From an optimization exercise on the open Yosys and OpenROAD flow, aimed at small area, a short achievable clock period and few clock cycles per item; shortcuts taken in it are not production practice.
Function was checked by simulation only, so behaviour that the tests miss may differ from the original.
Power is estimated from default activity; no workload was simulated.

Design axi4_lite_regfile, start of the top module:
module axi4_lite_regfile #(
  parameter int ADDRESS_WIDTH = 32,
  parameter int DATA_WIDTH    = 32,
  parameter int DATA_DEPTH    = 32,
  parameter logic [ADDRESS_WIDTH-1:0] BASE_ADDR = '0
) (
  input  logic                       ACLK,
  input  logic                       ARESET,
  input  logic [ADDRESS_WIDTH-1:0]   S_AXI_AWADDR,
  input  logic                       S_AXI_AWVALID,
  output logic                       S_AXI_AWREADY,
  input  logic [DATA_WIDTH-1:0]      S_AXI_WDATA,
  input  logic [DATA_WIDTH/8-1:0]    S_AXI_WSTRB,
  input  logic                       S_AXI_WVALID,
  output logic                       S_AXI_WREADY,
  output logic [1:0]                 S_AXI_BRESP,
  output logic                       S_AXI_BVALID,
  input  logic                       S_AXI_BREADY,
  input  logic [ADDRESS_WIDTH-1:0]   S_AXI_ARADDR,
  input  logic                       S_AXI_ARVALID,
  output logic                       S_AXI_ARREADY,
  output logic [DATA_WIDTH-1:0]      S_AXI_RDATA,
  output logic [1:0]                 S_AXI_RRESP,
  output logic                       S_AXI_RVALID,
  input  logic                       S_AXI_RREADY
);
Size in the first run: about 1,200 flip-flops, about 50,000 um^2 of cells after synthesis.
make LEC_CHECK=0 ABC_CLOCK_PERIOD_IN_PS=2500 CAP_MARGIN=20 CORE_MARGIN=2 CORE_UTILIZATION=65 CTS_CLUSTER_DIAMETER=100 CTS_CLUSTER_SIZE=28 SETUP_SLACK_MARGIN=2.9 SLEW_MARGIN=20 SYNTH_HIERARCHICAL=1 finish   # period 5.0 ns
run.sh (not shown) runs the stock make flow with config.mk's settings and CLKGATE_MAP_FILE= SYNTH_SCRIPT=/design/flow/synth_recipe.tcl, a recipe that flattens the netlist after the stock synthesis.
Testbench counts at the start, summed over its fixed seeds: cycles 4,345, items 8,000.
Then changed:
- CORE_UTILIZATION: 65 -> 40
- CTS_CLUSTER_SIZE: 28 -> 25
- SETUP_SLACK_MARGIN: 2.9 -> 2.5
- The new run finished with timing, DRC and antenna clean
- cell count climbs by roughly a tenth
- combinational power climbs by well over a third
- total power climbs slightly
- global-route usage drops by 18 points
Then changed:
- CORE_UTILIZATION: 40 -> 65
- SETUP_SLACK_MARGIN: 2.5 -> 2.7
=> The changed run finished with timing, DRC and antenna clean; setup slack gets better by 190 ps; sequential power grows by about 10%; count of clock-buffer cells in the layout climbs by 2; wire length goes down by 2.5%; power came out lower by 0.78%; core utilization rises by 26 points; combinational power went down by 36%; die area shrinks by 38%.
Then changed:
- SETUP_SLACK_MARGIN: 2.7 -> 2.8
Result: The changed run ran to the end with no violations; total power rose by about 0.32%; design area is higher by about 0.7%; wire length grows by about 0.5%; worst hold slack gets worse by 76 ps; synthesized cell count stays the same; final cell count hardly moves; register-to-register slack gets better by 80 ps; sequential power barely changes.
Then changed:
- SETUP_SLACK_MARGIN: 2.8 -> 2.9
The new run ran to the end with no violations. Worst hold slack gets better by 44 ps. Via count grows by 0.44%. Cell area is higher by 0.92%.
Then changed:
- CORE_UTILIZATION: 65 -> 75
- SETUP_SLACK_MARGIN: 2.9 -> 3.0
What happened: Sequential cell count stays the same; area after synthesis stays the same; setup slack improves by 9.6 ps; die area went down by about 13%; sequential share of layout area fell by 0.18 points; final area came out higher by about 0.32%; clock skew hardly moves; sequential power rose by about 4%; synthesized cell count is unchanged; fmax went up by 0.42%.

axi4_lite_regfile again, from the RTL that the note above started with.
==> flow/config.mk <==
export PLATFORM = sky130hd
export DESIGN_NAME = axi4_lite_regfile
export DESIGN_NICKNAME = axi4_lite_regfile
export VERILOG_FILES = /design/flow/design.v
export SDC_FILE = /design/flow/constraint.sdc
export NUM_CORES = 4
export LEC_CHECK = 0
export ABC_CLOCK_PERIOD_IN_PS = 2500
export CAP_MARGIN = 20
export CORE_MARGIN = 2
export CORE_UTILIZATION = 65
export CTS_CLUSTER_DIAMETER = 100
export CTS_CLUSTER_SIZE = 25
export SETUP_SLACK_MARGIN = 3.1
export SLEW_MARGIN = 20
export SYNTH_HIERARCHICAL = 1
==> flow/constraint.sdc <==
create_clock -name core_clock -period 5.0 [get_ports {ACLK}]
set_input_delay 1.0000 -clock core_clock [delete_from_list [all_inputs] [get_ports {ACLK}]]
set_output_delay 1.0000 -clock core_clock [all_outputs]
set_load 0.01 [all_outputs]
Testbench counts at the start, summed over its fixed seeds: cycles 4,345, items 8,000.
Rerun with:
CORE_UTILIZATION = 40   (was 65)
SETUP_SLACK_MARGIN = 2.7   (was 3.1)
After rerunning: The changed run completed with no timing, DRC or antenna violations; die area goes up by about 60%; clock skew stays flat; sequential share of layout area went up by 0.51 points; total power came out lower by about 0.7%; synthesized area does not change; setup slack is worse by 0.12 ns; routed wire length rises by 1.8%; synthesized cell count is unchanged; register-to-register slack gets worse by 0.26 ns.

==> re-timing with driven ports <==
The results above use ideal ports. As a check the final layouts listed here were re-extracted and re-timed, cells and wires unchanged.
Step 1, drivers: a clkbuf_16 drives ACLK and a buf_2 each remaining input, both assumed.
Step 2 adds t to the input delays and takes it off the output delays; t is the mean of the earliest and latest rising clock arrival at the registers after step 1. Input paths then give back, and output paths get back, about the clock's delay inside the block.
Slacks: ideal / step 1 / step 2; pairs: ideal / step 1.
run | t, ns | slack for setup (ns) | worst data-port slew with drivers (ns)
the first run of note 1 | 0.714 | 2.740 / 2.668 / 2.263 | 0.05
the second run of note 1 | 0.747 | 2.452 / 2.449 / 1.785 | 0.15
the third run of note 1 | 0.720 | 2.645 / 2.642 / 2.051 | 0.06
the fourth run of note 1 | 0.734 | 2.697 / 2.626 / 2.161 | 0.13
the fifth run of note 1 | 0.741 | 2.708 / 2.635 / 2.202 | 0.05
the sixth run of note 1 | 0.732 | 2.717 / 2.647 / 2.258 | 0.15
the first run of note 2 | 0.745 | 2.699 / 2.625 / 2.353 | 0.14
the second run of note 2 | 0.779 | 2.582 / 2.571 / 2.059 | 0.17
After both steps setup and hold are still met in every run listed. For the second run of note 1, which loses most, drivers alone change the setup slack by -0.003 ns; drivers and shift together by -0.667 ns.
